This is an optimization exercise on Yosys and OpenROAD, whose aim is small area and a short achievable clock period, not a production implementation.
Where RTL was checked, it was by simulation tests only, not by an equivalence proof against the original.
For run 1, only the layout was checked, not whether the RTL still works.
No activity file was given, so power comes from the tool's default toggle rates.

<file path="flow/config.mk">
export PLATFORM = sky130hd
export DESIGN_NAME = video_ctrl_top
export DESIGN_NICKNAME = video_ctrl_top
export VERILOG_FILES = /design/flow/design.v
export SDC_FILE = /design/flow/constraint.sdc
export NUM_CORES = 4
export LEC_CHECK = 0
export CAP_MARGIN = 20
export CORE_MARGIN = 2
export CORE_UTILIZATION = 40
export SETUP_SLACK_MARGIN = 5
export SLEW_MARGIN = 20
</file>
<file path="flow/design.v">
package video_pkg;
    localparam int COORD_W = 13;               
    localparam int PCNT_W  = 6;                
    localparam int ADDR_W  = 32;
    localparam int DATA_W  = 32;
    localparam logic [ADDR_W-1:0] REG_CTRL    = 32'h0000_0000;
    localparam logic [ADDR_W-1:0] REG_H1      = 32'h0000_0028;
    localparam logic [ADDR_W-1:0] REG_H2      = 32'h0000_0030;
    localparam logic [ADDR_W-1:0] REG_V1      = 32'h0000_0038;
    localparam logic [ADDR_W-1:0] REG_V2      = 32'h0000_0040;
    localparam logic [ADDR_W-1:0] REG_BASE    = 32'h0000_0048;
    localparam logic [ADDR_W-1:0] REG_LINEINC = 32'h0000_0050;
    localparam int CTRL_EN_BIT  = 3;           
    localparam int CTRL_PCNT_LO = 4;           
    localparam int FIFO_DEPTH  = 16;
    localparam int FIFO_AW     = $clog2(FIFO_DEPTH);
    localparam int FREE_W      = $clog2(FIFO_DEPTH + 1);
    localparam int MEM_CREDITS = 4;
    localparam int CRED_W      = $clog2(MEM_CREDITS + 1);
    typedef struct packed {
        logic [7:0] r;                         
        logic [7:0] g;                         
        logic [7:0] b;                         
    } rgb_t;
    typedef struct packed {
        logic              en;
        logic [PCNT_W-1:0] pcnt;               
    } ctrl_cfg_t;
    typedef struct packed {
        logic [COORD_W-1:0] size;              
        logic [COORD_W-1:0] sync_start;
        logic [COORD_W-1:0] sync_end;          
        logic [COORD_W-1:0] total;
    } axis_cfg_t;
    typedef struct packed {
        logic [ADDR_W-1:0] base_address;
        logic [ADDR_W-1:0] lineinc;            
    } fetch_cfg_t;
    typedef struct packed {
        logic hsync;
        logic hblank;
        logic vsync;
        logic vblank;
    } sync_t;
    localparam sync_t SYNC_IDLE = 4'b0101;   
endpackage
import video_pkg::*;
module video_regs (
    input  logic                           clk,
    input  logic                           reset_n,
    input  logic                           reg_wr,
    input  logic [video_pkg::ADDR_W-1:0]   reg_addr,
    input  logic [video_pkg::DATA_W-1:0]   reg_wdata,
    output video_pkg::ctrl_cfg_t           ctrl_cfg,
    output video_pkg::axis_cfg_t           h_cfg,      
    output video_pkg::axis_cfg_t           v_cfg,      
    output video_pkg::fetch_cfg_t          fetch_cfg,
    output logic                           ctrl_wr,     
    output logic [video_pkg::PCNT_W-1:0]   ctrl_wpcnt   
);
    logic [DATA_W-1:0]  wdata;
    logic [COORD_W-1:0] lo_field;
    logic [COORD_W-1:0] lo_m1;
    logic [COORD_W-1:0] hi_field;
    logic               wr_ctrl, wr_h1, wr_h2, wr_v1, wr_v2, wr_base, wr_lineinc;
    assign wdata    = reset_n ? reg_wdata : '0;
    assign lo_field = wdata[COORD_W-1:0];
    assign hi_field = wdata[2*COORD_W-1:COORD_W];
    assign lo_m1    = reg_wdata[COORD_W-1:0] - 1'b1;
    assign ctrl_wr    = reg_wr && (reg_addr == REG_CTRL);
    assign ctrl_wpcnt = reg_wdata[CTRL_PCNT_LO +: PCNT_W];
    assign wr_ctrl    = !reset_n || ctrl_wr;
    assign wr_h1      = !reset_n || (reg_wr && reg_addr == REG_H1);
    assign wr_h2      = !reset_n || (reg_wr && reg_addr == REG_H2);
    assign wr_v1      = !reset_n || (reg_wr && reg_addr == REG_V1);
    assign wr_v2      = !reset_n || (reg_wr && reg_addr == REG_V2);
    assign wr_base    = !reset_n || (reg_wr && reg_addr == REG_BASE);
    assign wr_lineinc = !reset_n || (reg_wr && reg_addr == REG_LINEINC);
    always_ff @(posedge clk or negedge reset_n) begin
        if (!reset_n) begin
            ctrl_cfg.en <= 1'b0;
        end else if (ctrl_wr) begin
            ctrl_cfg.en <= reg_wdata[CTRL_EN_BIT];
        end
    end
    always_ff @(posedge clk) begin
        if (wr_ctrl) begin
            ctrl_cfg.pcnt <= wdata[CTRL_PCNT_LO +: PCNT_W];
        end
        if (wr_h1) begin
            h_cfg.total <= reset_n ? lo_m1 : '1;
            h_cfg.size  <= hi_field;
        end
        if (wr_h2) begin
            h_cfg.sync_end   <= lo_field;
            h_cfg.sync_start <= hi_field;
        end
        if (wr_v1) begin
            v_cfg.total <= reset_n ? lo_m1 : '1;
            v_cfg.size  <= hi_field;
        end
        if (wr_v2) begin
            v_cfg.sync_end   <= lo_field;
            v_cfg.sync_start <= hi_field;
        end
        if (wr_base) begin
            fetch_cfg.base_address <= wdata;
        end
        if (wr_lineinc) begin
            fetch_cfg.lineinc <= wdata;
        end
    end
endmodule
import video_pkg::*;
module video_timing (
    input  logic                           clk,
    input  logic                           reset_n,
    input  video_pkg::ctrl_cfg_t           ctrl_cfg,
    input  video_pkg::axis_cfg_t           h_cfg,      
    input  video_pkg::axis_cfg_t           v_cfg,      
    input  logic                           ctrl_wr,
    input  logic [video_pkg::PCNT_W-1:0]   ctrl_wpcnt,
    output logic                           pix_tick,
    output logic                           active,
    output logic                           fetch_line,
    output logic                           line_step,   
    output logic                           line_wrap,   
    output video_pkg::sync_t               sync
);
    logic [PCNT_W-1:0]  pdiv;                  
    logic [COORD_W-1:0] hcnt;
    logic [COORD_W-1:0] hcnt_new;
    logic [COORD_W-1:0] vsrc;                  
    logic               vs;                    
    logic [COORD_W-1:0] fy;                    
    logic [COORD_W-1:0] fy_new;
    logic               h_last;                
    logic               hb;                    
    logic               heq;                   
    logic               vb;                    
    logic               nld;                   
    logic               fy_last;               
    logic               heq_new;
    logic               en;
    assign en = ctrl_cfg.en;
    logic               slot_end;              
    logic               restart;
    logic [PCNT_W-1:0]  pdiv_inc;
    assign restart  = !en || pix_tick;
    assign pdiv_inc = pdiv + 1'b1;
    always_ff @(posedge clk) begin
        if (ctrl_wr) begin
            slot_end <= restart ? (ctrl_wpcnt == '0) : (pdiv_inc >= ctrl_wpcnt);
        end else begin
            slot_end <= restart ? (ctrl_cfg.pcnt == '0) : (pdiv_inc >= ctrl_cfg.pcnt);
        end
    end
    assign pix_tick = en && slot_end;
    assign active = en && !hb && !vb;
    assign fetch_line = pix_tick && heq && nld;
    assign hcnt_new = (!en || h_last) ? '0 : hcnt + 1'b1;
    assign heq_new  = (hcnt_new == h_cfg.size);
    assign line_step = !en || (pix_tick && h_last);
    assign line_wrap = en ? fy_last : (v_cfg.total == '0);
    assign vsrc      = en ? fy : '0;
    assign fy_new    = line_wrap ? '0 : (en ? fy + 1'b1 : COORD_W'(1));
    always_ff @(posedge clk) begin
        if (restart) begin
            pdiv <= '0;
        end else begin
            pdiv <= pdiv_inc;
        end
    end
    always_ff @(posedge clk) begin
        if (!en || pix_tick) begin
            hcnt   <= hcnt_new;
            h_last <= (hcnt_new == h_cfg.total);
            heq    <= heq_new;
            hb     <= heq_new || (en && !h_last && hb);
        end
    end
    always_ff @(posedge clk) begin
        if (line_step) begin
            vs      <= (vsrc >= v_cfg.sync_start) && (vsrc < v_cfg.sync_end);
            fy      <= fy_new;
            fy_last <= (fy_new == v_cfg.total);
            nld     <= (fy_new < v_cfg.size);
            vb      <= en ? !nld : (v_cfg.size == '0);
        end
    end
    logic hsync_q;
    logic hblank_n;
    logic vsync_q;
    logic vblank_n;
    always_ff @(posedge clk or negedge reset_n) begin
        if (!reset_n) begin
            hsync_q    <= 1'b0;
            hblank_n   <= 1'b0;
            vsync_q    <= 1'b0;
            vblank_n   <= 1'b0;
        end else if (!en) begin
            hsync_q    <= 1'b0;
            hblank_n   <= 1'b0;
            vsync_q    <= 1'b0;
            vblank_n   <= 1'b0;
        end else begin
            hsync_q    <= (hcnt >= h_cfg.sync_start) && (hcnt < h_cfg.sync_end);
            hblank_n   <= !hb;
            vsync_q    <= vs;
            vblank_n   <= !vb;
        end
    end
    assign sync = {hsync_q, !hblank_n, vsync_q, !vblank_n};
endmodule
import video_pkg::*;
module line_fetch (
    input  logic                           clk,
    input  logic                           reset_n,
    input  video_pkg::fetch_cfg_t          fetch_cfg,
    input  video_pkg::axis_cfg_t           h_cfg,
    input  logic                           en,
    input  logic                           fetch_line,
    input  logic                           line_step,
    input  logic                           line_wrap,
    output logic                           mem_req,
    output logic [video_pkg::ADDR_W-1:0]   mem_addr,
    input  logic                           mem_credit,
    input  logic                           mem_rsp_valid,
    input  logic [video_pkg::DATA_W-1:0]   mem_rsp_data,
    output logic                           fifo_wr,
    output video_pkg::rgb_t                fifo_wdata,
    input  logic                           fifo_pop
);
    logic [COORD_W-1:0] remaining;             
    logic [ADDR_W-1:0]  line_off;              
    logic               first;                 
    logic [CRED_W-1:0]  credits;
    logic [FREE_W-1:0]  free_slots;            
    logic               issue;
    logic [CRED_W-1:0]  cred_inc, cred_dec;
    logic [FREE_W-1:0]  free_inc, free_dec;
    assign cred_inc = {credits[2] ^ (credits[1] & credits[0]),
                       credits[1] ^ credits[0], ~credits[0]};
    assign cred_dec = {credits[2] ^ ~(credits[1] | credits[0]),
                       credits[1] ^ ~credits[0], ~credits[0]};
    assign free_inc = {free_slots[4] ^ (&free_slots[3:0]),
                       free_slots[3] ^ (&free_slots[2:0]),
                       free_slots[2] ^ (&free_slots[1:0]),
                       free_slots[1] ^ free_slots[0], ~free_slots[0]};
    assign free_dec = {free_slots[4] ^ ~(|free_slots[3:0]),
                       free_slots[3] ^ ~(|free_slots[2:0]),
                       free_slots[2] ^ ~(|free_slots[1:0]),
                       free_slots[1] ^ ~free_slots[0], ~free_slots[0]};
    assign issue = !fetch_line && (remaining != '0) && (credits != '0) &&
                   (free_slots != '0);
    always_ff @(posedge clk or negedge reset_n) begin
        if (!reset_n) begin
            mem_req    <= 1'b0;
            remaining  <= '0;
            credits    <= CRED_W'(MEM_CREDITS);
            free_slots <= FREE_W'(FIFO_DEPTH);
        end else begin
            mem_req    <= issue;
            if (issue && !mem_credit) begin
                credits <= cred_dec;
            end else if (!issue && mem_credit) begin
                credits <= cred_inc;
            end
            if (issue && !fifo_pop) begin
                free_slots <= free_dec;
            end else if (!issue && fifo_pop) begin
                free_slots <= free_inc;
            end
            if (fetch_line) begin
                remaining <= h_cfg.size;
            end else if (issue) begin
                remaining <= remaining - 1'b1;
            end
        end
    end
    logic [ADDR_W-1:0]  line_sum;
    logic [ADDR_W-1:0]  line_start;
    prefix_add32 i_line_sum (.a(line_off), .b(fetch_cfg.lineinc), .s(line_sum));
    prefix_add32 i_line_start (.a(fetch_cfg.base_address), .b(line_off), .s(line_start));
    always_ff @(posedge clk) begin
        if (line_step) begin
            line_off <= line_wrap ? '0 : (en ? line_sum : fetch_cfg.lineinc);
        end
    end
    always_ff @(posedge clk) begin
        if (fetch_line) begin
            mem_addr <= line_start;
            first    <= 1'b1;
        end else if (issue) begin
            first    <= 1'b0;
            if (!first) begin
                mem_addr <= mem_addr + ADDR_W'(4);
            end
        end
    end
    assign fifo_wr    = mem_rsp_valid;
    assign fifo_wdata = mem_rsp_data[23:0];    
endmodule
module prefix_add32 (
    input  logic [31:0] a,
    input  logic [31:0] b,
    output logic [31:0] s
);
    logic [32*6-1:0] g;                        
    logic [32*6-1:0] p;                        
    assign g[31:0] = a & b;
    assign p[31:0] = a ^ b;
    for (genvar l = 0; l < 5; l++) begin : level
        for (genvar i = 0; i < 32; i++) begin : bit_i
            if ((i >> l) & 1) begin : merge
                localparam int J = ((i >> l) << l) - 1;
                assign g[32*(l+1)+i] = g[32*l+i] | (p[32*l+i] & g[32*l+J]);
                assign p[32*(l+1)+i] = p[32*l+i] & p[32*l+J];
            end else begin : pass
                assign g[32*(l+1)+i] = g[32*l+i];
                assign p[32*(l+1)+i] = p[32*l+i];
            end
        end
    end
    assign s = p[31:0] ^ {g[32*5+30:32*5], 1'b0};
endmodule
import video_pkg::*;
module pixel_fifo (
    input  logic            clk,
    input  logic            reset_n,
    input  logic            wr,
    input  video_pkg::rgb_t wdata,
    input  logic            pop,
    output video_pkg::rgb_t rdata,
    output logic            empty
);
    logic [23:0]           mem [0:FIFO_DEPTH-1];    
    logic [FIFO_DEPTH-1:0] wr_oh;                   
    logic [FIFO_DEPTH-1:0] rd_oh;                   
    logic                  wr_wrap;
    logic                  rd_wrap;
    always_ff @(posedge clk or negedge reset_n) begin
        if (!reset_n) begin
            wr_oh   <= FIFO_DEPTH'(1);
            rd_oh   <= FIFO_DEPTH'(1);
            wr_wrap <= 1'b0;
            rd_wrap <= 1'b0;
        end else begin
            if (wr) begin
                wr_oh   <= {wr_oh[FIFO_DEPTH-2:0], wr_oh[FIFO_DEPTH-1]};
                wr_wrap <= wr_wrap ^ wr_oh[FIFO_DEPTH-1];
            end
            if (pop && !empty) begin
                rd_oh   <= {rd_oh[FIFO_DEPTH-2:0], rd_oh[FIFO_DEPTH-1]};
                rd_wrap <= rd_wrap ^ rd_oh[FIFO_DEPTH-1];
            end
        end
    end
    always_ff @(posedge clk) begin
        for (int i = 0; i < FIFO_DEPTH; i++) begin
            if (wr && wr_oh[i]) begin
                mem[i] <= wdata;
            end
        end
    end
    always_comb begin
        rdata = '0;
        for (int i = 0; i < FIFO_DEPTH; i++) begin
            rdata = rdata | (mem[i] & {24{rd_oh[i]}});
        end
    end
    assign empty = (|(wr_oh & rd_oh)) && (wr_wrap == rd_wrap);
endmodule
module pixel_output (
    input  logic            clk,
    input  logic            reset_n,
    input  logic            pix_tick,
    input  logic            active,
    input  logic            fifo_empty,
    input  video_pkg::rgb_t fifo_rdata,
    output logic            pop,
    output video_pkg::rgb_t rgb
);
    assign pop = pix_tick && active && !fifo_empty;
    always_ff @(posedge clk or negedge reset_n) begin
        if (!reset_n) begin
            rgb <= '0;
        end else if (active && !fifo_empty) begin
            rgb <= fifo_rdata;
        end else begin
            rgb <= '0;                         
        end
    end
endmodule
import video_pkg::*;
module video_ctrl_top (
    input  logic                           clk,
    input  logic                           reset_n,
    input  logic                           reg_wr,
    input  logic [video_pkg::ADDR_W-1:0]   reg_addr,
    input  logic [video_pkg::DATA_W-1:0]   reg_wdata,
    output logic                           mem_req,
    output logic [video_pkg::ADDR_W-1:0]   mem_addr,
    input  logic                           mem_credit,
    input  logic                           mem_rsp_valid,
    input  logic [video_pkg::DATA_W-1:0]   mem_rsp_data,
    output logic [3:0]                     sync,     
    output logic [23:0]                    rgb       
);
    video_pkg::ctrl_cfg_t          ctrl_cfg;
    video_pkg::axis_cfg_t          h_cfg;
    video_pkg::axis_cfg_t          v_cfg;
    video_pkg::fetch_cfg_t         fetch_cfg;
    logic               pix_tick;
    logic               active;
    logic               fetch_line;
    logic               line_step;
    logic               line_wrap;
    logic               fifo_wr;
    video_pkg::rgb_t               fifo_wdata;
    logic               fifo_pop;              
    video_pkg::rgb_t               fifo_rdata;
    logic               fifo_empty;
    logic               ctrl_wr;
    logic [PCNT_W-1:0]  ctrl_wpcnt;
    video_regs i_video_regs (
        .clk       (clk),
        .reset_n   (reset_n),
        .reg_wr    (reg_wr),
        .reg_addr  (reg_addr),
        .reg_wdata (reg_wdata),
        .ctrl_cfg  (ctrl_cfg),
        .h_cfg     (h_cfg),
        .v_cfg     (v_cfg),
        .fetch_cfg (fetch_cfg),
        .ctrl_wr   (ctrl_wr),
        .ctrl_wpcnt(ctrl_wpcnt)
    );
    video_timing i_video_timing (
        .clk        (clk),
        .reset_n    (reset_n),
        .ctrl_cfg   (ctrl_cfg),
        .h_cfg      (h_cfg),
        .v_cfg      (v_cfg),
        .ctrl_wr    (ctrl_wr),
        .ctrl_wpcnt (ctrl_wpcnt),
        .pix_tick   (pix_tick),
        .active     (active),
        .fetch_line (fetch_line),
        .line_step  (line_step),
        .line_wrap  (line_wrap),
        .sync       (sync)
    );
    line_fetch i_line_fetch (
        .clk           (clk),
        .reset_n       (reset_n),
        .fetch_cfg     (fetch_cfg),
        .h_cfg         (h_cfg),
        .en            (ctrl_cfg.en),
        .fetch_line    (fetch_line),
        .line_step     (line_step),
        .line_wrap     (line_wrap),
        .mem_req       (mem_req),
        .mem_addr      (mem_addr),
        .mem_credit    (mem_credit),
        .mem_rsp_valid (mem_rsp_valid),
        .mem_rsp_data  (mem_rsp_data),
        .fifo_wr       (fifo_wr),
        .fifo_wdata    (fifo_wdata),
        .fifo_pop      (fifo_pop)
    );
    pixel_fifo i_pixel_fifo (
        .clk     (clk),
        .reset_n (reset_n),
        .wr      (fifo_wr),
        .wdata   (fifo_wdata),
        .pop     (fifo_pop),
        .rdata   (fifo_rdata),
        .empty   (fifo_empty)
    );
    pixel_output i_pixel_output (
        .clk        (clk),
        .reset_n    (reset_n),
        .pix_tick   (pix_tick),
        .active     (active),
        .fifo_empty (fifo_empty),
        .fifo_rdata (fifo_rdata),
        .pop        (fifo_pop),
        .rgb        (rgb)
    );
endmodule
</file>
<file path="flow/flow/run.sh">
#!/bin/bash
# Standard ORFS layout with fast port buffers and no CTS dummy loads.
set -euo pipefail
bash standard.sh \
  "BUFFER_PORTS_ARGS=-buffer_cell sky130_fd_sc_hd__buf_2" \
  "CTS_ARGS=-sink_clustering_enable -repair_clock_nets -dont_use_dummy_load -sink_clustering_size 24 -sink_clustering_max_diameter 150" \
  "SETUP_SLACK_MARGIN=6" \
  finish > standard.log 2>&1
</file>
<file path="flow/constraint.sdc">
create_clock -name core_clock -period 9.0 [get_ports {clk}]
set_input_delay 1.8000 -clock core_clock [delete_from_list [all_inputs] [get_ports {clk}]]
set_output_delay 1.8000 -clock core_clock [all_outputs]
set_load 0.01 [all_outputs]
</file>
<file path="flow/standard.sh">
#!/bin/bash
# synth_recipe.tcl (not shown) runs the flow's synth.tcl, then flattens the netlist and writes it again
# the make line also repeats each setting of config.mk as NAME=value (left out here)
make -C /OpenROAD-flow-scripts/flow DESIGN_CONFIG=/design/flow/config.mk WORK_HOME=/design/flow/orfs CLKGATE_MAP_FILE= SYNTH_SCRIPT=/design/flow/synth_recipe.tcl "${@:-finish}"
</file>
==> summary.txt, run 1 <==
Critical path
  – Crit end category: flip-flop
  – Worst EP arrival: 3.56 ns
  – Setup crit start kind: flip-flop
  – Worst R2R Start: i_line_fetch.line_off[0]
  – Peak fanout along the critical path: 2
  – Worst path required time: between 9 and 10 ns
  – Crit Path Category: flip-flop to flip-flop
  – Worst setup path startpoint: i_line_fetch.line_off[0]

Cells and area
  – Fin cells: 3602
  – Util after Layout: 0.468
  – Multi-input gate area: 0.0109 sq mm
  – Final-layout fill cell count: roughly 7000
  – Most frequent cells in the layout: edfxtp_1 (655), buf_2 (147), ha_1 (135)
  – Commonest non-fill, non-tap cell in the layout: edfxtp_1
  – Storage cell area: approximately 0.022 sq mm
  – Area Growth Syn to Fin: 15.5%
  – Share of cells above drive strength 1: 0.207
  – Non-Filler Cell Area, Final: 0.0378 sq mm
  – Final #Nets: around 2800

Clock network
  – TritonCTS clock tree: built
  – Reg clk slew, reported paths: 0.10 ns
  – Bufs on Longest Clock Path: 3
  – H-tree depth: 2
  – CTS buffer count: 37
  – Clock Sinks: between 700 and 800
  – Root Driver: clkbuf_16
  – Skew-Pair Late Insertion Delay: 0.60 ns

Placement
  – RePlAce Congestion: between 0.8 and 0.9
  – Cells after DPL: between 3000 and 4000
  – Area post-placement: around 0.035 sq mm
  – Dpl hpwl: roughly 51 mm
  – Buffers on Ports: approximately 150
  – Place WS: between 4 and 5 ns

Synth
  – Post-synth EDFFs: about 660
  – Sequential area share after synthesis: 0.671
  – Post-synth top flop: edfxtp_1
  – Post-synth cell types: 75
  – Synthesis Warnings: 6
  – Asr flop ratio synth: 0.114
  – Mapped Cells: about 2300
  – Syn nets: between 2000 and 3000
  – Synthesized flop and latch total: ~750
  – Syn Area/Cell: 14.3 sq um
  – Syn Std Cell Area: about 0.033 sq mm

Floorplanning
  – Die X: 290 um
  – IO Pins: between 150 and 200
  – Core Region: about 0.081 sq mm
  – Die H: 290 um
  – Die Area: ~0.084 sq mm
  – FP Rows: 104
  – Initial Utilization: 0.405

Routing
  – DR vias/cell: around 5.7
  – Total Wirelength: 92.1 mm
  – DR pass1 iterations: 5
  – Per-cell routed wire length: between 20 and 30 um
  – Final ANT Viol Nets: 0
  – Number of DRC markers in iteration 0: roughly 2100
  – Via count: approximately 21000
  – Post-route DRC: 0

STA
  – Total negative slack: 0 ns
  – Relative slew slack: 0.307
  – Clk_skew: 0.0440 ns
  – WHS: between 0.4 and 0.5 ns
  – Fin crit share: 0.347
  – Max-slew violation count: 0
  – Achievable clock frequency: between 300 and 400 MHz
  – Final setup margin: 5.88 ns
  – Final setup fails: 0
  – Final Hold Fails: 0
  – Min Tclk post-route: 3.12 ns
  – Worst slew pin tran: approximately 1.0 ns
  – RSZ-0062 raised after global routing: yes

Global route
  – Initial antenna violation count: 4
  – Largest net degree at the start of global routing: just over 80
  – Vias in the first global route: 20200
  – Total GRT Usage: 0.206
  – Total grt overflow: 0
  – Global-route wire length before repair: roughly 130 mm

Run
  – Max-cap violations: 0

Outcome
  – Status: timing/DRC/antenna clean

Power
  – Power density cells: 172 mW/mm^2
  – Pwr Total: approximately 6.5 mW
  – VDD IR max: between 0.1 and 0.15 mV
  – P_leak: around 14 nW

Min path
  – Hold/Removal Path Class: flip-flop to flip-flop
  – Min-Delay Startpoint: i_video_timing.hb
-- cells in the mapped netlist, types with 5 or more instances --
master | n | share of area
a211oi_1 | 9 | 0.0021
a21o_1 | 32 | 0.0073
a21oi_1 | 62 | 0.0095
a221o_1 | 6 | 0.0018
a221oi_1 | 75 | 0.020
a22o_1 | 74 | 0.020
a22oi_1 | 55 | 0.013
a31oi_1 | 29 | 0.0055
and2_1 | 69 | 0.013
and3_1 | 44 | 0.0084
and4_1 | 5 | 0.0013
buf_1 | 11 | 0.0013
clkbuf_1 | 69 | 0.0079
dfrtp_1 | 81 | 0.062
dfxtp_1 | 8 | 0.0049
edfxtp_1 | 655 | 0.60
fa_1 | 10 | 0.0061
ha_1 | 142 | 0.054
inv_1 | 118 | 0.014
mux2_2 | 33 | 0.011
mux2i_1 | 18 | 0.0055
nand2_1 | 101 | 0.012
nand2b_1 | 18 | 0.0034
nand3_1 | 44 | 0.0067
nand4_1 | 27 | 0.0052
nor2_1 | 106 | 0.012
nor2b_1 | 14 | 0.0027
nor3_1 | 17 | 0.0026
nor3b_1 | 8 | 0.0018
nor4_1 | 20 | 0.0038
o21a_1 | 6 | 0.0014
o21ai_0 | 81 | 0.012
o21bai_1 | 5 | 0.0011
o31ai_1 | 8 | 0.0018
or4_1 | 5 | 0.0011
xnor2_1 | 101 | 0.027
xor2_1 | 56 | 0.015
-- registers in the layout, summed over array words and instances (netlist names), 3 cells and up --
signal,flops
i_pixel_output.rgb,24
i_video_regs.h_cfg,52
i_video_timing.hcnt,13
i_line_fetch.remaining,13
i_pixel_fifo.mem,384
i_video_timing.fy,13
i_line_fetch.mem_addr,32
i_video_regs.ctrl_cfg,7
i_video_regs.fetch_cfg,64
i_line_fetch.credits,3
i_video_timing.pdiv,6
i_line_fetch.free_slots,5
i_line_fetch.line_off,32
i_pixel_fifo.wr_oh,16
i_pixel_fifo.rd_oh,16
i_video_regs.v_cfg,52
-- power breakdown --
| group | total (mW) | internal (mW) | switching [mW] |
|---|---|---|---|
| Combinational | 0.652 | 0.244 | 0.407 |
| Clock | 1.79 | 0.740 | 1.05 |
| Sequential | 4.05 | 3.97 | 0.0814 |
| Total | 6.49 | 4.95 | 1.54 |
-- worst max-delay path, cell delays in order, from the launching register on --
cell,delay (ns)
edfxtp_1,0.40
ha_2,0.20
fa_2,0.35
a21o_1,0.19
a31o_2,0.26
o211ai_1,0.26
buf_4,0.16
and2_4,0.15
inv_2,0.05
a21oi_4,0.16
fa_2,0.43
mux2_2,0.28
nor2_1,0.09
-- area by class of cell --
type                            instances  share of cell area
Inverter                              121              0.0123
Sequential cell                       748               0.582
Timing Repair inverter                  1            0.000198
Timing Repair Buffer                  285              0.0589
Tap cell                             1060              0.0351
Clock buffer                           37              0.0245
Multi-Input combinational cell       1348               0.287
Antenna cell                            2            0.000132
-- final timing paths --
path | to | slack [ns] | cells past startpoint
setup / recovery | i_line_fetch.line_off[16] | 5.88 | 12
hold / removal | i_video_timing.hblank_n | 0.44 | 1
setup reg to reg | i_line_fetch.line_off[16] | 5.88 | 12
hold reg to reg | i_video_timing.hblank_n | 0.44 | 1
max in group asynchronous | i_pixel_fifo.rd_oh[3] | 6.42 | 2
min in group asynchronous | i_pixel_output.rgb[8] | 1.17 | 1
-- layer usage --
| layer | global-route usage | part of all wire |
|---|---|---|
| met5 | 0 | 0.00012 |
| met2 | 0.341 | 0.48 |
| met3 | 0.0279 | 0.066 |
| met1 | 0.285 | 0.43 |
| met4 | 0.0578 | 0.021 |
-- timing repair --
item / CTS / global route
pin swaps: 43 / 49
resized for setup: 100 / 92
gates cloned: 8 / 5
setup buffers: 57 / 61
hold buffers: 0 / 0
setup endpoints to repair: 282 / 474
-- cell families (layout without fill, tap and decap cells) --
group,after synthesis,after routing,share of synthesized area
adders and majority gates,152,152,0.0604
DFF,748,748,0.671
muxes,51,51,0.0168
and+or+nand+nor,498,503,0.0791
buffers and inverters,208,444,0.0244
xor gates and xnor gates,157,157,0.0420
other,0,2,0
AOI/OAI and AO/OA,482,485,0.107
==> inputs of run 2 (changes only) <==
--- a/flow/design.v
+++ b/flow/design.v
@@ -336,21 +336,15 @@
 );
-    logic [23:0]           mem [0:FIFO_DEPTH-1];    
-    logic [FIFO_DEPTH-1:0] wr_oh;                   
-    logic [FIFO_DEPTH-1:0] rd_oh;                   
-    logic                  wr_wrap;
-    logic                  rd_wrap;
+    logic [23:0]      mem [0:FIFO_DEPTH-1];    
+    logic [FIFO_AW:0] wr_ptr;                  
+    logic [FIFO_AW:0] rd_ptr;
     always_ff @(posedge clk or negedge reset_n) begin
         if (!reset_n) begin
-            wr_oh   <= FIFO_DEPTH'(1);
-            rd_oh   <= FIFO_DEPTH'(1);
-            wr_wrap <= 1'b0;
-            rd_wrap <= 1'b0;
+            wr_ptr <= '0;
+            rd_ptr <= '0;
         end else begin
             if (wr) begin
-                wr_oh   <= {wr_oh[FIFO_DEPTH-2:0], wr_oh[FIFO_DEPTH-1]};
-                wr_wrap <= wr_wrap ^ wr_oh[FIFO_DEPTH-1];
+                wr_ptr <= wr_ptr + 1'b1;
             end
             if (pop && !empty) begin
-                rd_oh   <= {rd_oh[FIFO_DEPTH-2:0], rd_oh[FIFO_DEPTH-1]};
-                rd_wrap <= rd_wrap ^ rd_oh[FIFO_DEPTH-1];
+                rd_ptr <= rd_ptr + 1'b1;
             end
@@ -359,15 +353,8 @@
     always_ff @(posedge clk) begin
-        for (int i = 0; i < FIFO_DEPTH; i++) begin
-            if (wr && wr_oh[i]) begin
-                mem[i] <= wdata;
-            end
-        end
-    end
-    always_comb begin
-        rdata = '0;
-        for (int i = 0; i < FIFO_DEPTH; i++) begin
-            rdata = rdata | (mem[i] & {24{rd_oh[i]}});
+        if (wr) begin
+            mem[wr_ptr[FIFO_AW-1:0]] <= wdata;
         end
     end
-    assign empty = (|(wr_oh & rd_oh)) && (wr_wrap == rd_wrap);
+    assign rdata = mem[rd_ptr[FIFO_AW-1:0]];   
+    assign empty = (wr_ptr == rd_ptr);
 endmodule
--- a/flow/flow/run.sh
+++ b/flow/flow/run.sh
@@ -6,3 +6,3 @@
   "CTS_ARGS=-sink_clustering_enable -repair_clock_nets -dont_use_dummy_load -sink_clustering_size 24 -sink_clustering_max_diameter 150" \
-  "SETUP_SLACK_MARGIN=6" \
+  "SETUP_SLACK_MARGIN=5.7" \
   finish > standard.log 2>&1
==> run 2 against run 1 <==
- global-route usage down 2.4 points
- utilization down 2.5 points
- sequential share of layout area up 0.79 points
- worst setup slack worse by 0.13 ns
- critical path type is now input port to flip-flop
- still clean on timing, DRC and antenna
- cell count down 5.7%
- non-clock buffer count down 94
- die area up 0.30%
- synthesized cell count down 5.8%
- fmax down 4.0%
- clock skew up 0.073 ns
==> summary.txt, run 2 <==
Floorplanning
  – Core Region: 0.0817 sq mm (+1.1%)
  – Die X: 291 um (+0.15%)
  – IO Pins: 162 (unchanged)
  – FP Rows: 105 (+0.96%)
  – Die Area: 0.0844 sq mm (+0.30%)
  – Initial Utilization: 0.402 (-0.00328)
  – Die H: 291 um (+0.15%)

Synth
  – Synthesis Warnings: 5 (-1)
  – Syn nets: 2421 (-5.0%)
  – Sequential area share after synthesis: 0.650 (-0.0204)
  – Syn Std Cell Area: 0.0329 sq mm (+0.31%)
  – Post-synth cell types: 71 (-5.3%)
  – Post-synth EDFFs: 655 (unchanged)
  – Syn Area/Cell: 15.2 sq um (+6.5%)
  – Post-synth top flop: edfxtp_1
  – Asr flop ratio synth: 0.0843 (-0.0294)
  – Synthesized flop and latch total: 724 (-3.2%)
  – Mapped Cells: 2162 (-5.8%)
  – Top area cells in the synthesized netlist: edfxtp_1 (60%), mux4_2 (8.2%), ha_1 (5.6%)
  – Commonest cells in the synthesized netlist: edfxtp_1 (655), ha_1 (148), nand2_1 (123), mux4_2 (120), inv_1 (115)
  – Most numerous cell in the Yosys netlist: edfxtp_1
  – Yosys top cell by area: edfxtp_1
  – Post-synth top area share: 0.599 (-0.00183)

Power
  – Power share of the combinational group: 0.300 (+0.200)
  – Power density cells: 251 mW/mm^2 (+46%)
  – P_leak: 13.2 nW (-5.1%)
  – Seq pwr share: 0.510 (-0.114)
  – Pwr Total: 9.09 mW (+40%)
  – VDD IR max: 0.187 mV (+61%)
  – Sw Ratio: 0.312 (+0.0757)
  – Internal power: 6.25 mW (+26%)
  – Clk pwr share: 0.190 (-0.085)
  – Net Switching: 2.84 mW (+85%)

Min path
  – Hold Path Cell Cnt: 2 (+1)
  – Hold/Removal Path Class: flip-flop to flip-flop

Clock network
  – H-tree depth: 2 (unchanged)
  – Reg clk slew, reported paths: 0.09 ns (about the same)
  – Root Driver: clkbuf_16
  – Skew-Pair Late Insertion Delay: 0.62 ns (+0.02 ns)
  – CTS Hold Bufs: 0 (unchanged)
  – Clock Sinks: 724 (-3.2%)
  – Bufs on Longest Clock Path: 3 (unchanged)
  – CTS buffer count: 36 (-2.7%)
  – TritonCTS clock tree: built

Global route
  – Total GRT Usage: 0.183 (-0.0235)
  – Met1 usage: 0.235 (-0.0506)
  – Initial antenna violation count: 5 (+1)
  – Vias in the first global route: 19000 (-6.2%)
  – Met3 GRT Util: 0.0304 (+0.00256)
  – M2 GR Usage: 0.315 (-0.0258)
  – Largest net degree at the start of global routing: 54 (-35%)
  – Total grt overflow: 0 (unchanged)
  – Gr busiest metal: met2
  – Global-route wire length before repair: 116 mm (-11%)

Critical path
  – Peak fanout along the critical path: 13 (+11)
  – Crit path depth: 6 (-6)
  – Crit Path Category: input port to flip-flop
  – Worst path max stage delay: 0.61 ns (+0.18 ns)
  – Critical path buffers and inverters: 1 (-1)
  – Crit end category: flip-flop
  – Delay-heaviest family, CP: simple AND/OR/NAND/NOR gates
  – Crit path cell chain: buf_2 > nor4_2 > nand3_1 > nor2_1 > nand3_1 > o21ai_4
  – Setup crit start kind: input port
  – R2R cell count: 12 (unchanged)
  – Highest-delay cell along the critical path: o21ai_4
  – Critical path's most frequent cell: nand3_1
  – Worst path required time: 9.18 ns (-0.26 ns)
  – Worst EP arrival: 3.43 ns (-0.13 ns)

Placement
  – Dpl hpwl: 49.4 mm (-2.6%)
  – RePlAce Congestion: 0.847 (+1.7%)
  – Area post-placement: 0.0352 sq mm (+1.0%)
  – Buffers on Ports: 153 (unchanged)

Routing
  – Total Wirelength: 77.2 mm (-16%)
  – Post-route DRC: 0 (unchanged)
  – DR vias/cell: 5.43 (-5.0%)
  – Per-cell routed wire length: 22.7 um (-11%)
  – DR pass1 iterations: 7 (+2)
  – Number of DRC markers in iteration 0: 1463 (-29%)
  – Via count: 18400 (-10%)
  – Final ANT Viol Nets: 0 (unchanged)

Cells and area
  – Util after Layout: 0.443 (-0.0249)
  – Non-Filler Cell Area, Final: 0.0362 sq mm (-4.2%)
  – Antenna diodes: 0 (-2)
  – Final #Nets: 2588 (-7.4%)
  – Most frequent cells in the layout: edfxtp_1 (655), buf_2 (152), ha_1 (148)
  – Commonest non-fill, non-tap cell in the layout: edfxtp_1
  – Share of cells above drive strength 1: 0.172 (-0.0344)
  – Max reg flops: 384 (unchanged)
  – Area Growth Syn to Fin: 10.3%
  – Final-layout fill cell count: 7218 (+3.5%)

STA
  – Total negative slack: 0 ns (unchanged)
  – Final Hold Fails: 0 (unchanged)
  – Max-slew violation count: 0 (unchanged)
  – Achievable clock frequency: 308 MHz (-4.0%)
  – Clk_skew: 0.117 ns (+0.0732 ns)
  – Fin crit share: 0.361 (+0.0144)
  – Relative slew slack: 0.403 (+0.0961)
  – Final setup fails: 0 (unchanged)
  – RSZ-0062 raised after global routing: yes
  – Worst slew pin tran: 0.893 ns (-0.148 ns)
  – Min Tclk post-route: 3.25 ns (+0.130 ns)

Outcome
  – Status: timing/DRC/antenna clean

Run
  – Max-cap violations: 0 (unchanged)
[run 2: cell types whose count changed in the layout (fill, tap and decap cells not counted), sizes merged, moves of 26 or more]
cell | previous run | this run
a221oi | 76 | 0
a22o | 74 | 3
a22oi | 55 | 4
and3 | 44 | 15
buf | 281 | 190
mux2 | 33 | 2
mux4 | 0 | 120
nor2b | 14 | 42
xnor2 | 101 | 75
xor2 | 56 | 89
[run 2: cell type report]
class                           instances  area [sq um]  area share
Clock buffer                           36           901      0.0249
Inverter                              116           442      0.0122
Multi-Input combinational cell       1259         11100       0.305
Sequential cell                       724         21400       0.590
Tap cell                             1070          1340      0.0370
Timing Repair Buffer                  191          1110      0.0306
Timing Repair inverter                  1          5.00    0.000138
[run 2: repair_timing]
action,in CTS,in global routing
resized for setup,11,18
endpoints found under the setup margin,88,106
buffers inserted,2,0
cloned,2,0
pin swaps,2,3
[run 2: worst reg2reg max path, cell delays in order (launching register included)]
cell	delay [ns]
dfrtp_4	0.56
buf_6	0.32
inv_1	0.17
buf_4	0.25
nor2_2	0.29
o311ai_2	0.19
nor2_2	0.31
inv_1	0.09
ha_1	0.20
nor2b_1	0.23
nand4_1	0.12
a21oi_1	0.17
xor2_1	0.17
[run 2: layer usage]
metal	part of all wire	up-vias	routed length, um
li1	-	8507	-
met1	0.41	9272	31900
met2	0.50	528	38400
met3	0.056	118	4290
met4	0.034	8	2650
met5	0.00070	-	54
[run 2: cell families (layout without fill, tap and decap cells)]
kind of cell | after synthesis | in the layout | synth area share
xor+xnor | 164 | 164 | 0.0437
simple gates | 521 | 521 | 0.0814
mux | 136 | 136 | 0.0873
compound gates | 279 | 280 | 0.0540
fa+ha+maj | 158 | 158 | 0.0625
buf+inv | 180 | 344 | 0.0209
flops | 724 | 724 | 0.650
[run 2: final timing paths]
path	startpoint	to	slack, ns
max	reg_addr[11]	i_video_regs.h_cfg[26]	5.75
min	i_line_fetch.first	i_line_fetch.first	0.46
max reg2reg	i_video_regs.ctrl_cfg[6]	i_line_fetch.free_slots[4]	5.85
min reg2reg	i_line_fetch.first	i_line_fetch.first	0.46
max in group asynchronous	reset_n	i_pixel_output.rgb[8]	6.44
min in group asynchronous	reset_n	i_pixel_output.rgb[22]	1.04
[run 2: power by group through the flow]
stage	clock network, mW	logic (mW)	registers [mW]
after floorplan	0	1.99	4.59
after global placement	0	2.66	4.71
after detailed placement	0	2.72	4.73
after CTS	1.78	2.78	4.64
after global routing	1.89	3.02	4.70
final	1.73	2.73	4.63
[run 2: metrics by stage]
step / worst slack (ns) / cells / hold WS, ns
2_1_floorplan: 5.24 / 2162 / 0.382
3_3_place_gp: 4.72 / 3356 / 0.445
3_5_place_dp: 5.04 / 3357 / 0.448
4_1_cts: 5.67 / 3397 / 0.463
5_1_grt: 5.62 / 3397 / 0.499
6_report: 5.75 / 3397 / 0.460
==> inputs of run 3 (changes only) <==
--- a/flow/flow/run.sh
+++ b/flow/flow/run.sh
@@ -6,3 +6,3 @@
   "CTS_ARGS=-sink_clustering_enable -repair_clock_nets -dont_use_dummy_load -sink_clustering_size 24 -sink_clustering_max_diameter 150" \
-  "SETUP_SLACK_MARGIN=5.7" \
+  "SETUP_SLACK_MARGIN=6" \
   finish > standard.log 2>&1
==> run 3 against run 2 <==
- still clean
- critical endpoint is now i_line_fetch.mem_addr[27]
- count of clock-buffer cells in the layout is the same
- largest power group unchanged
- critical path depth grew 7
- fmax increased by 6.7%
- largest cell class unchanged
- global-route usage increased by 0.25 points
- worst setup slack gained 0.20 ns
- first-iteration DRC count increased by 3.6%
- register-to-register slack improved by 0.10 ns
- synthesized cell count unchanged
==> summary.txt, run 3 <==
Clock network
  – Reg clk slew, reported paths: 0.10 ns (about the same)
  – TritonCTS clock tree: built
  – Skew-Pair Late Insertion Delay: 0.59 ns (-0.03 ns)
  – CTS Hold Bufs: 0 (unchanged)
  – CTS buffer count: 36 (unchanged)
  – Bufs on Longest Clock Path: 3 (unchanged)
  – Clock Sinks: 724 (unchanged)
  – H-tree depth: 2 (unchanged)
  – Root Driver: clkbuf_16

Placement
  – RePlAce Congestion: 0.835 (-1.4%)
  – Buffers on Ports: 153 (unchanged)
  – Dpl hpwl: 48.3 mm (-2.3%)

Synth
  – Mapped Cells: 2162 (unchanged)
  – Most numerous cell in the Yosys netlist: edfxtp_1
  – Commonest cells in the synthesized netlist: edfxtp_1 (655), ha_1 (148), nand2_1 (123), mux4_2 (120), inv_1 (115)
  – Top area cells in the synthesized netlist: edfxtp_1 (60%), mux4_2 (8.2%), ha_1 (5.6%)
  – Syn nets: 2421 (unchanged)
  – Sequential area share after synthesis: 0.650 (unchanged)
  – Yosys top cell by area: edfxtp_1
  – Synthesis Warnings: 5 (unchanged)
  – Syn Area/Cell: 15.2 sq um (unchanged)
  – Post-synth cell types: 71 (unchanged)
  – Post-synth top area share: 0.599 (unchanged)
  – Synthesized flop and latch total: 724 (unchanged)
  – Post-synth top flop: edfxtp_1
  – Asr flop ratio synth: 0.0843 (unchanged)
  – Syn Std Cell Area: 0.0329 sq mm (unchanged)
  – Post-synth EDFFs: 655 (unchanged)

STA
  – Final setup fails: 0 (unchanged)
  – Fin crit share: 0.338 (-0.0228)
  – WHS: 0.468 ns (+0.00820 ns)
  – Relative slew slack: 0.374 (-0.0289)
  – Clk_skew: 0.0975 ns (-0.0198 ns)
  – Min Tclk post-route: 3.05 ns (-0.205 ns)
  – RSZ-0062 raised after global routing: yes
  – Achievable clock frequency: 328 MHz (+6.7%)
  – Final Hold Fails: 0 (unchanged)
  – Worst slew pin tran: 0.939 ns (+0.0468 ns)
  – Max-slew violation count: 0 (unchanged)
  – Total negative slack: 0 ns (unchanged)

Critical path
  – Crit end category: flip-flop
  – Peak fanout along the critical path: 4 (-9)
  – Worst path required time: 9.31 ns (+0.13 ns)
  – Crit Path Category: flip-flop to flip-flop
  – Worst EP arrival: 3.36 ns (-0.07 ns)
  – Setup crit start kind: flip-flop

Power
  – Power density cells: 250 mW/mm^2 (-0.42%)
  – P_leak: 13.7 nW (+4.0%)
  – VDD IR max: 0.162 mV (-13%)

Outcome
  – Status: timing/DRC/antenna clean

Global route
  – Global-route wire length before repair: 118 mm (+1.6%)
  – Vias in the first global route: 19100 (+0.62%)
  – Initial antenna violation count: 9 (+4)
  – Largest net degree at the start of global routing: 63 (+17%)
  – Total GRT Usage: 0.185 (+0.00249)
  – Total grt overflow: 0 (unchanged)

Cells and area
  – Most frequent cells in the layout: edfxtp_1 (655), buf_2 (148), ha_1 (141)
  – Commonest non-fill, non-tap cell in the layout: edfxtp_1
  – Area Growth Syn to Fin: 13.9%
  – Final #Nets: 2657 (+2.7%)
  – Max reg flops: 384 (unchanged)
  – Share of cells above drive strength 1: 0.221 (+0.0485)

Routing
  – DR pass1 iterations: 5 (-2)
  – Post-route DRC: 0 (unchanged)
  – Via count: 18900 (+2.6%)
  – Per-cell routed wire length: 23.1 um (+1.8%)
  – Final ANT Viol Nets: 0 (unchanged)
  – DR vias/cell: 5.46 (+0.56%)
  – Number of DRC markers in iteration 0: 1516 (+3.6%)
  – Total Wirelength: 80.2 mm (+3.9%)

Floorplanning
  – Die H: 291 um (unchanged)
  – IO Pins: 162 (unchanged)
  – FP Rows: 105 (unchanged)
  – Die X: 291 um (unchanged)
  – Initial Utilization: 0.402 (unchanged)
  – Core Region: 0.0817 sq mm (unchanged)
  – Die Area: 0.0844 sq mm (unchanged)

Min path
  – Hold/Removal Path Class: flip-flop to flip-flop

Run
  – Max-cap violations: 0 (unchanged)
-- run 3: cell count changes in the layout (fill, tap and decap cells not counted), moves of 8 or more --
cell     previous run  this run
buf_4              32        86
o21ai_0            82        73
and2_1             65        51
buf_12              1         9
-- run 3: routing by layer --
layer / GRT usage / up-vias / wire [um]
li1: - / 8642 / -
met1: 0.235 / 9672 / 32600
met2: 0.331 / 482 / 41400
met3: 0.0245 / 110 / 3880
met4: 0.0522 / 12 / 2260
met5: 0 / - / 76
-- run 3: path summary, 6_finish.rpt --
check	slack [ns]	from	end	depth (start not counted)
worst max-delay path	5.95	i_line_fetch.line_off[0]	i_line_fetch.mem_addr[27]	13
worst min-delay path	0.47	i_line_fetch.first	i_line_fetch.first	2
worst max register to register	5.95	i_line_fetch.line_off[0]	i_line_fetch.mem_addr[27]	13
worst min register to register	0.47	i_line_fetch.first	i_line_fetch.first	2
max in group asynchronous	7.04	reset_n	i_pixel_output.rgb[7]	2
min in group asynchronous	1.20	reset_n	i_video_timing.vsync_q	1
-- run 3: critical path, cell delays in order, from the launching register on --
cell and delay, ns:
edfxtp_1 0.36, ha_1 0.14, inv_1 0.05, fa_2 0.36, nor2b_2 0.13, o211a_1 0.21, o21ai_4 0.08, o41ai_4 0.59
a31oi_4 0.23, buf_4 0.19, nor2_2 0.09, nor2_1 0.07, xor2_1 0.19, a21oi_2 0.08
-- run 3: cell type report --
class | instances | area, sq um
Fill cell | 7145 | 44300
Antenna cell | 1 | 2.50
Tap cell | 1070 | 1340
Sequential cell | 724 | 21400
Clock buffer | 36 | 901
Inverter | 116 | 443
Multi-Input combinational cell | 1261 | 11500
Timing Repair Buffer | 259 | 1870
-- run 3: cells by family (layout without fill, tap and decap cells) --
| family | Yosys count | after routing | synth area share |
|---|---|---|---|
| adder cells (fa/ha/maj) | 158 | 158 | 0.0625 |
| AO/OA/AOI/OAI | 279 | 281 | 0.0540 |
| AND/OR/NAND/NOR | 521 | 522 | 0.0814 |
| XOR/XNOR | 164 | 164 | 0.0437 |
| flip-flops | 724 | 724 | 0.650 |
| multiplexers | 136 | 136 | 0.0873 |
| other | 0 | 1 | 0 |
| buffers and inverters | 180 | 411 | 0.0209 |
-- run 3: timing repair --
item	CTS	global route
cloned	5	4
endpoints found under the setup margin	304	232
setup buffers	42	35
pin swaps	15	33
resized for setup	60	62
-- run 3: metrics by stage --
stage | setup WS [ns] | power, mW | util | area (sq um) | cells
6_report | 5.95 | 9.34 | 0.458 | 37400 | 3467
3_3_place_gp | 5.11 | 7.36 | 0.430 | 35200 | 3344
3_5_place_dp | 5.04 | 7.44 | 0.430 | 35200 | 3344
5_1_grt | 5.75 | 9.85 | 0.458 | 37400 | 3466
4_1_cts | 5.91 | 9.31 | 0.450 | 36800 | 3427
2_1_floorplan | 5.24 | 6.58 | - | 33100 | 2162
-- run 3: report_power, final --
group          total [mW]  leakage [nW]  internal (mW)  switching (mW)
clock network        1.73         0.444          0.720            1.01
logic                3.04          6.34           1.45            1.59
registers            4.57          6.91           4.25           0.320
==> inputs of run 4 (changes only) <==
--- a/flow/flow/run.sh
+++ b/flow/flow/run.sh
@@ -6,3 +6,3 @@
   "CTS_ARGS=-sink_clustering_enable -repair_clock_nets -dont_use_dummy_load -sink_clustering_size 24 -sink_clustering_max_diameter 150" \
-  "SETUP_SLACK_MARGIN=6" \
+  "SETUP_SLACK_MARGIN=5.85" \
   finish > standard.log 2>&1
==> run 4 against run 3 <==
- non-clock buffer count shrank 73
- largest power group unchanged
- largest cell class unchanged
- count of clock-buffer cells in the layout is the same
- critical path type is now input port to flip-flop
- sequential power grew 1%
- hold slack lost 0.0082 ns
==> summary.txt, run 4 <==
Outcome
  – Status: timing/DRC/antenna clean

Routing
  – DR pass1 iterations: 5 (unchanged)
  – Final ANT Viol Nets: 0 (unchanged)
  – Post-route DRC: 0 (unchanged)
  – Per-cell routed wire length: 22.8 um (-1.6%)
  – DR vias/cell: 5.45 (-0.20%)
  – Number of DRC markers in iteration 0: 1608 (+6.1%)
  – Via count: 18500 (-2.2%)
  – Total Wirelength: 77.3 mm (-3.6%)

Global route
  – Total GRT Usage: 0.182 (-0.00266)
  – Vias in the first global route: 19000 (-0.34%)
  – Largest net degree at the start of global routing: 115 (+83%)
  – Global-route wire length before repair: 117 mm (-1.2%)
  – Initial antenna violation count: 7 (-2)
  – Total grt overflow: 0 (unchanged)

Clock network
  – Skew-Pair Late Insertion Delay: 0.60 ns (about the same)
  – Reg clk slew, reported paths: 0.10 ns (about the same)
  – TritonCTS clock tree: built
  – Clock Sinks: 724 (unchanged)
  – CTS buffer count: 36 (unchanged)
  – CTS Hold Bufs: 0 (unchanged)
  – Bufs on Longest Clock Path: 3 (unchanged)
  – Root Driver: clkbuf_16
  – H-tree depth: 2 (unchanged)

Critical path
  – Crit end category: flip-flop
  – Worst setup path startpoint: reg_addr[11]
  – Worst path required time: 9.25 ns (-0.06 ns)
  – Highest-delay cell along the critical path: nand4_1
  – Reg-to-reg setup timing slack: 5.97 ns (+0.02 ns)
  – Critical path buffers and inverters: 2 (unchanged)
  – Crit Path Category: input port to flip-flop
  – Crit path depth: 7 (-6)
  – Delay-heaviest family, CP: simple AND/OR/NAND/NOR gates
  – Worst R2R Start: i_line_fetch.line_off[0]
  – Crit path cell chain: buf_2 > nor4_2 > nand3_1 > nor2_1 > nand4_1 > o21ai_4 > buf_12
  – Peak fanout along the critical path: 13 (+9)
  – R2R cell count: 11 (-2)
  – Worst EP arrival: 3.32 ns (-0.04 ns)
  – Worst path max stage delay: 0.36 ns (-0.23 ns)
  – Setup crit start kind: input port

STA
  – Min Tclk post-route: 3.07 ns (+0.0259 ns)
  – Clk_skew: 0.0765 ns (-0.0210 ns)
  – Relative slew slack: 0.352 (-0.0214)
  – Worst slew pin tran: 0.971 ns (+0.0321 ns)
  – Achievable clock frequency: 326 MHz (-0.84%)
  – Final setup fails: 0 (unchanged)
  – Fin crit share: 0.341 (+0.00288)
  – Max-slew violation count: 0 (unchanged)
  – Final Hold Fails: 0 (unchanged)
  – RSZ-0062 raised after global routing: yes
  – Total negative slack: 0 ns (unchanged)

Power
  – P_leak: 13.2 nW (-3.4%)
  – Internal power: 6.28 mW (-2.2%)
  – Net Switching: 2.86 mW (-2.2%)
  – Seq pwr share: 0.506 (+0.017)
  – Sw Ratio: 0.313 (about the same)
  – Power share of the combinational group: 0.306 (-0.020)
  – VDD IR max: 0.186 mV (+15%)
  – Power density cells: 251 mW/mm^2 (+0.31%)
  – Clk pwr share: 0.188 (+0.003)

Floorplanning
  – Die Area: 0.0844 sq mm (unchanged)
  – Die H: 291 um (unchanged)
  – FP Rows: 105 (unchanged)
  – Die X: 291 um (unchanged)
  – Core Region: 0.0817 sq mm (unchanged)
  – Initial Utilization: 0.402 (unchanged)
  – IO Pins: 162 (unchanged)

Synth
  – Yosys top cell by area: edfxtp_1
  – Synthesized flop and latch total: 724 (unchanged)
  – Asr flop ratio synth: 0.0843 (unchanged)
  – Mapped Cells: 2162 (unchanged)
  – Post-synth top area share: 0.599 (unchanged)
  – Syn nets: 2421 (unchanged)
  – Commonest cells in the synthesized netlist: edfxtp_1 (655), ha_1 (148), nand2_1 (123), mux4_2 (120), inv_1 (115)
  – Syn Std Cell Area: 0.0329 sq mm (unchanged)
  – Most numerous cell in the Yosys netlist: edfxtp_1
  – Synthesis Warnings: 5 (unchanged)
  – Sequential area share after synthesis: 0.650 (unchanged)
  – Syn Area/Cell: 15.2 sq um (unchanged)
  – Top area cells in the synthesized netlist: edfxtp_1 (60%), mux4_2 (8.2%), ha_1 (5.6%)
  – Post-synth EDFFs: 655 (unchanged)
  – Post-synth top flop: edfxtp_1
  – Post-synth cell types: 71 (unchanged)

Cells and area
  – Share of cells above drive strength 1: 0.182 (-0.0383)
  – Area Growth Syn to Fin: 11.0%
  – Fin cells: 3396 (-2.0%)
  – Max reg flops: 384 (unchanged)
  – Most frequent cells in the layout: edfxtp_1 (655), buf_2 (152), ha_1 (146)
  – Commonest non-fill, non-tap cell in the layout: edfxtp_1
  – Final #Nets: 2585 (-2.7%)

Placement
  – RePlAce Congestion: 0.842 (+0.81%)
  – Dpl hpwl: 48.2 mm (-0.26%)
  – Buffers on Ports: 153 (unchanged)
  – Cells after DPL: 3343 (-0.030%)

Run
  – Max-cap violations: 0 (unchanged)

Min path
  – Hold/Removal Path Class: flip-flop to flip-flop
  – Hold Path Cell Cnt: 2 (unchanged)
  – Min-Delay Startpoint: i_line_fetch.first
[run 4: cell families (layout without fill, tap and decap cells)]
| kind of cell | after synthesis | in the layout | share of synthesized area |
|---|---|---|---|
| compound gates | 279 | 281 | 0.0540 |
| xor+xnor | 164 | 164 | 0.0437 |
| fa+ha+maj | 158 | 158 | 0.0625 |
| buf+inv | 180 | 339 | 0.0209 |
| flops | 724 | 724 | 0.650 |
| mux | 136 | 136 | 0.0873 |
| other cells | 0 | 2 | 0 |
| simple gates | 521 | 522 | 0.0814 |
[run 4: worst paths after layout]
| path | endpoint |
|---|---|
| max in group asynchronous | i_pixel_output.rgb[6] |
| worst max register to register | i_line_fetch.line_off[9] |
| worst min-delay path | i_line_fetch.first |
| worst max-delay path | i_video_regs.h_cfg[48] |
| min in group asynchronous | i_pixel_output.rgb[22] |
| worst min register to register | i_line_fetch.first |
[run 4: per-stage QoR]
step	util	hold WS [ns]	total power [mW]	area [sq um]	worst slack, ns
finish	0.446	0.460	9.14	36500	5.93
global route	0.446	0.485	9.65	36500	5.83
CTS	0.444	0.464	9.22	36300	5.78
detailed placement	0.430	0.448	7.44	35200	4.91
global placement	0.430	0.443	7.35	35100	4.59
floorplan	-	0.382	6.57	33100	5.24
[run 4: cell type report]
type | count | area [sq um]
fillers | 7219 | 45200
multi-input cells | 1261 | 11200
repair inverters | 1 | 5.00
flip-flops and latches | 724 | 21400
diodes | 2 | 5.00
inverters | 116 | 447
well taps | 1070 | 1340
clock buffers | 36 | 901
repair buffers | 186 | 1180
[run 4: power by group through the flow]
stage / clock network (mW) / logic (mW) / registers, mW
after floorplan: 0 / 1.99 / 4.58
after global placement: 0 / 2.61 / 4.74
after detailed placement: 0 / 2.68 / 4.77
after CTS: 1.77 / 2.80 / 4.65
after global routing: 1.87 / 3.10 / 4.68
final: 1.72 / 2.80 / 4.62
[run 4: tightest hold or removal path, delay by kind of cell (launching register included)]
family        cells  cell delay, ns
simple gates      2            0.09
flops             1            0.33
[run 4: layer usage]
metal,vias to the layer above,global-route usage,share of wire
li1,8498,-,-
met1,9416,0.230,0.41
met2,466,0.332,0.52
met3,105,0.0229,0.046
met4,8,0.0464,0.026
met5,-,0,0.00053
[run 4: what timing repair did]
item,CTS,global route
resized for setup,24,29
endpoints found under the setup margin,211,157
pin swaps,7,11
cloned,3,1
buffers inserted,5,6
==> inputs of run 5 (changes only) <==
--- a/flow/config.mk
+++ b/flow/config.mk
@@ -9,3 +9,3 @@
 export CORE_MARGIN = 2
-export CORE_UTILIZATION = 40
+export CORE_UTILIZATION = 55
 export SETUP_SLACK_MARGIN = 5
==> run 5 against run 4 <==
- area after synthesis did not move
- global-route usage rose by 6.9 points
- sequential cell count did not move
- die area fell by 27%
- wire length fell by 2.4%
- hold slack got worse by 0.023 ns
==> summary.txt, run 5 <==
Clock network
  – H-tree depth: 2 (unchanged)
  – CTS buffer count: 36 (unchanged)
  – TritonCTS clock tree: built
  – Bufs on Longest Clock Path: 3 (unchanged)
  – Skew-Pair Late Insertion Delay: 0.58 ns (-0.02 ns)
  – Clock Sinks: 724 (unchanged)
  – Reg clk slew, reported paths: 0.09 ns (about the same)
  – Root Driver: clkbuf_16

Run
  – Max-cap violations: 0 (unchanged)

Critical path
  – Worst R2R Start: i_line_fetch.line_off[6]
  – Highest-delay cell along the critical path: nor4b_4
  – Worst EP arrival: 3.40 ns (+0.08 ns)
  – Crit end category: flip-flop
  – Worst path required time: 9.29 ns (+0.04 ns)
  – Worst path max stage delay: 0.40 ns (+0.04 ns)
  – Setup crit start kind: input port
  – Reg-to-reg setup timing slack: 5.91 ns (-0.06 ns)
  – Critical path buffers and inverters: 2 (unchanged)
  – R2R Path End: i_line_fetch.line_off[31]
  – Crit Path Category: input port to flip-flop
  – Delay-heaviest family, CP: simple AND/OR/NAND/NOR gates
  – Crit path cell chain: buf_2 > nor4b_4 > nand3_1 > nor3_2 > inv_2 > nor4b_4 > nand2b_4
  – Peak fanout along the critical path: 6 (-7)
  – Critical path's most frequent cell: nor4b_4
  – R2R cell count: 10 (-1)

Cells and area
  – Multi-input gate area: 0.0113 sq mm (+0.31%)
  – Commonest non-fill, non-tap cell in the layout: edfxtp_1
  – Most frequent cells in the layout: edfxtp_1 (655), buf_2 (152), ha_1 (145)
  – Max reg flops: 384 (unchanged)
  – Fin cells: 3107 (-8.5%)
  – Util after Layout: 0.614 (+0.167)
  – Final #Nets: 2594 (+0.35%)
  – Share of cells above drive strength 1: 0.187 (+0.00487)
  – Final-layout fill cell count: 4364 (-40%)
  – Area Growth Syn to Fin: 10.2%
  – Storage cell area: 0.0214 sq mm (about the same)

Synth
  – Synthesized flop and latch total: 724 (unchanged)
  – Commonest cells in the synthesized netlist: edfxtp_1 (655), ha_1 (148), nand2_1 (123), mux4_2 (120), inv_1 (115)
  – Syn Area/Cell: 15.2 sq um (unchanged)
  – Synthesis Warnings: 5 (unchanged)
  – Asr flop ratio synth: 0.0843 (unchanged)
  – Post-synth EDFFs: 655 (unchanged)
  – Post-synth top flop: edfxtp_1
  – Post-synth cell types: 71 (unchanged)
  – Mapped Cells: 2162 (unchanged)
  – Sequential area share after synthesis: 0.650 (unchanged)
  – Post-synth top area share: 0.599 (unchanged)
  – Yosys top cell by area: edfxtp_1
  – Syn Std Cell Area: 0.0329 sq mm (unchanged)
  – Top area cells in the synthesized netlist: edfxtp_1 (60%), mux4_2 (8.2%), ha_1 (5.6%)
  – Most numerous cell in the Yosys netlist: edfxtp_1
  – Syn nets: 2421 (unchanged)

Min path
  – Sink of the worst hold path: i_video_timing.vblank_n
  – Hold Path Cell Cnt: 1 (-1)
  – Hold/Removal Path Class: flip-flop to flip-flop
  – Min-Delay Startpoint: i_video_timing.vb

Routing
  – Post-route DRC: 0 (unchanged)
  – DR pass1 iterations: 6 (+1)
  – Total Wirelength: 75.5 mm (-2.4%)
  – DR vias/cell: 5.93 (+8.9%)
  – Final ANT Viol Nets: 0 (unchanged)
  – Per-cell routed wire length: 24.3 um (+6.7%)
  – Number of DRC markers in iteration 0: 1349 (-16%)
  – Via count: 18400 (-0.40%)

Global route
  – M2 GR Usage: 0.463 (+0.131)
  – Gr busiest metal: met2
  – Total GRT Usage: 0.252 (+0.0693)
  – Vias in the first global route: 18900 (-0.38%)
  – Met3 GRT Util: 0.0255 (+0.00267)
  – Largest net degree at the start of global routing: 69 (-40%)
  – Met1 usage: 0.319 (+0.0890)
  – Total grt overflow: 0 (unchanged)
  – Global-route wire length before repair: 115 mm (-1.8%)
  – Initial antenna violation count: 3 (-4)

Floorplanning
  – Initial Utilization: 0.557 (+0.155)
  – Die Area: 0.0617 sq mm (-27%)
  – Core Region: 0.0590 sq mm (-28%)
  – FP Rows: 89 (-15%)
  – Die H: 248 um (-15%)
  – IO Pins: 162 (unchanged)
  – Die X: 248 um (-15%)

Power
  – P_leak: 13.3 nW (+0.48%)
  – Power density cells: 251 mW/mm^2 (+0.31%)
  – Pwr Total: 9.10 mW (-0.38%)
  – VDD IR max: 0.216 mV (+16%)

STA
  – Min Tclk post-route: 3.11 ns (+0.0379 ns)
  – Final setup fails: 0 (unchanged)
  – Max-slew violation count: 0 (unchanged)
  – Final Hold Fails: 0 (unchanged)
  – Worst slew pin tran: 0.993 ns (+0.0220 ns)
  – Relative slew slack: 0.338 (-0.0147)
  – Fin crit share: 0.345 (+0.00421)
  – Total negative slack: 0 ns (unchanged)
  – Achievable clock frequency: 322 MHz (-1.2%)
  – Clk_skew: 0.0517 ns (-0.0248 ns)
  – WHS: 0.437 ns (-0.0231 ns)
  – RSZ-0062 raised after global routing: yes

Placement
  – Cells after DPL: 3046 (-8.9%)
  – Dpl hpwl: 47.5 mm (-1.3%)
  – RePlAce Congestion: 0.851 (+1.0%)
  – Buffers on Ports: 153 (unchanged)

Outcome
  – Status: timing/DRC/antenna clean
==> run 5: cell counts after synthesis <==
No cell type changed its count.
==> run 5: layout make-up <==
cell class / count / area share
sequential: 724 / 0.590
timing repair buffer: 197 / 0.0351
inverter: 116 / 0.0122
clock buffer: 36 / 0.0249
tap: 773 / 0.0267
multi-input combinational: 1260 / 0.311
antenna: 1 / 0.0000691
==> run 5: stage by stage <==
stage,setup slack [ns],instance area (sq um)
global route,5.76,36200
finish,5.89,36200
global placement,4.72,34700
floorplan,5.24,33100
CTS,5.85,36000
detailed placement,4.72,34800
==> run 5: worst register-to-register path: stages (launching register included) <==
cell       delay, ns
edfxtp_1        0.43
ha_1            0.35
o21ai_1         0.15
a2111oi_4       0.41
o21ai_2         0.17
a21o_1          0.23
o21ba_4         0.22
o311a_4         0.37
mux2_4          0.31
a21o_1          0.18
a21oi_2         0.10
==> run 5: worst max path at each step <==
stage	start	endpoint	slack (ns)	depth (start not counted)
2_1_floorplan	reg_addr[21]	i_video_regs.fetch_cfg[32]	5.24	5
3_3_place_gp	reset_n	i_video_regs.fetch_cfg[48]	4.72	3
3_5_place_dp	reset_n	i_video_regs.fetch_cfg[48]	4.72	3
4_1_cts	i_video_regs.fetch_cfg[0]	i_line_fetch.line_off[9]	5.85	11
5_1_grt	i_line_fetch.line_off[6]	i_line_fetch.line_off[31]	5.76	10
6_report	reg_addr[21]	i_video_regs.ctrl_cfg[1]	5.89	7
==> run 5: routing by layer <==
metal | wire (um) | vias up | part of all wire
met5 | 27 | - | 0.00036
met4 | 1990 | 4 | 0.026
met3 | 2760 | 108 | 0.037
met2 | 39900 | 383 | 0.53
met1 | 30800 | 9399 | 0.41
li1 | - | 8525 | -
==> run 5: power breakdown <==
| group | switching (mW) | internal (mW) | total (mW) |
|---|---|---|---|
| registers | 0.387 | 4.25 | 4.64 |
| clock network | 0.999 | 0.720 | 1.72 |
| logic | 1.45 | 1.30 | 2.74 |
| total | 2.83 | 6.27 | 9.10 |
==> run 5: what timing repair did <==
| action | in CTS | in global routing |
|---|---|---|
| gates cloned | 2 | 0 |
| gates resized for setup | 39 | 26 |
| endpoints found under the setup margin | 382 | 223 |
| hold buffers | 0 | 0 |
| pin swaps | 5 | 11 |
| setup buffers | 12 | 10 |
==> run 5: cell families after synthesis <==
group                      after synthesis  share of synthesized area
xor gates and xnor gates               164                     0.0437
and+or+nand+nor                        521                     0.0814
buffers and inverters                  180                     0.0209
muxes                                  136                     0.0873
adders and majority gates              158                     0.0625
DFF                                    724                      0.650
AOI/OAI and AO/OA                      279                     0.0540

-- port drivers added, routing unchanged --
No port has a modelled driver above. Below, the same layouts with a new extraction and two added sets of constraints.
Step 1 assumes that a clkbuf_16 drives the clock port and a buf_2 every other input.
Step 2 also shifts input and output timing later by t, the mid clock arrival at the registers, as if the neighbouring blocks saw the same clock.
Three values: ideal, step 1, step 2; two values: the first two.
run | t (ns) | setup WS [ns] | worst setup path after step 2 | clock arrival spread, ns
run 1 | 0.649 | 5.880 / 5.880 / 5.282 | input to register | 0.046 / 0.046
run 2 | 0.627 | 5.750 / 5.789 / 5.162 | input to register | 0.120 / 0.120
run 3 | 0.620 | 5.955 / 5.921 / 5.423 | input to register | 0.116 / 0.115
run 4 | 0.625 | 5.929 / 5.905 / 5.342 | input to register | 0.081 / 0.081
run 5 | 0.620 | 5.891 / 5.898 / 5.310 | input to register | 0.067 / 0.066
After both steps every run listed still meets setup and hold. The setup slack of run 1, which loses most, moves by 0.000 ns with the drivers and by -0.598 ns with both steps.
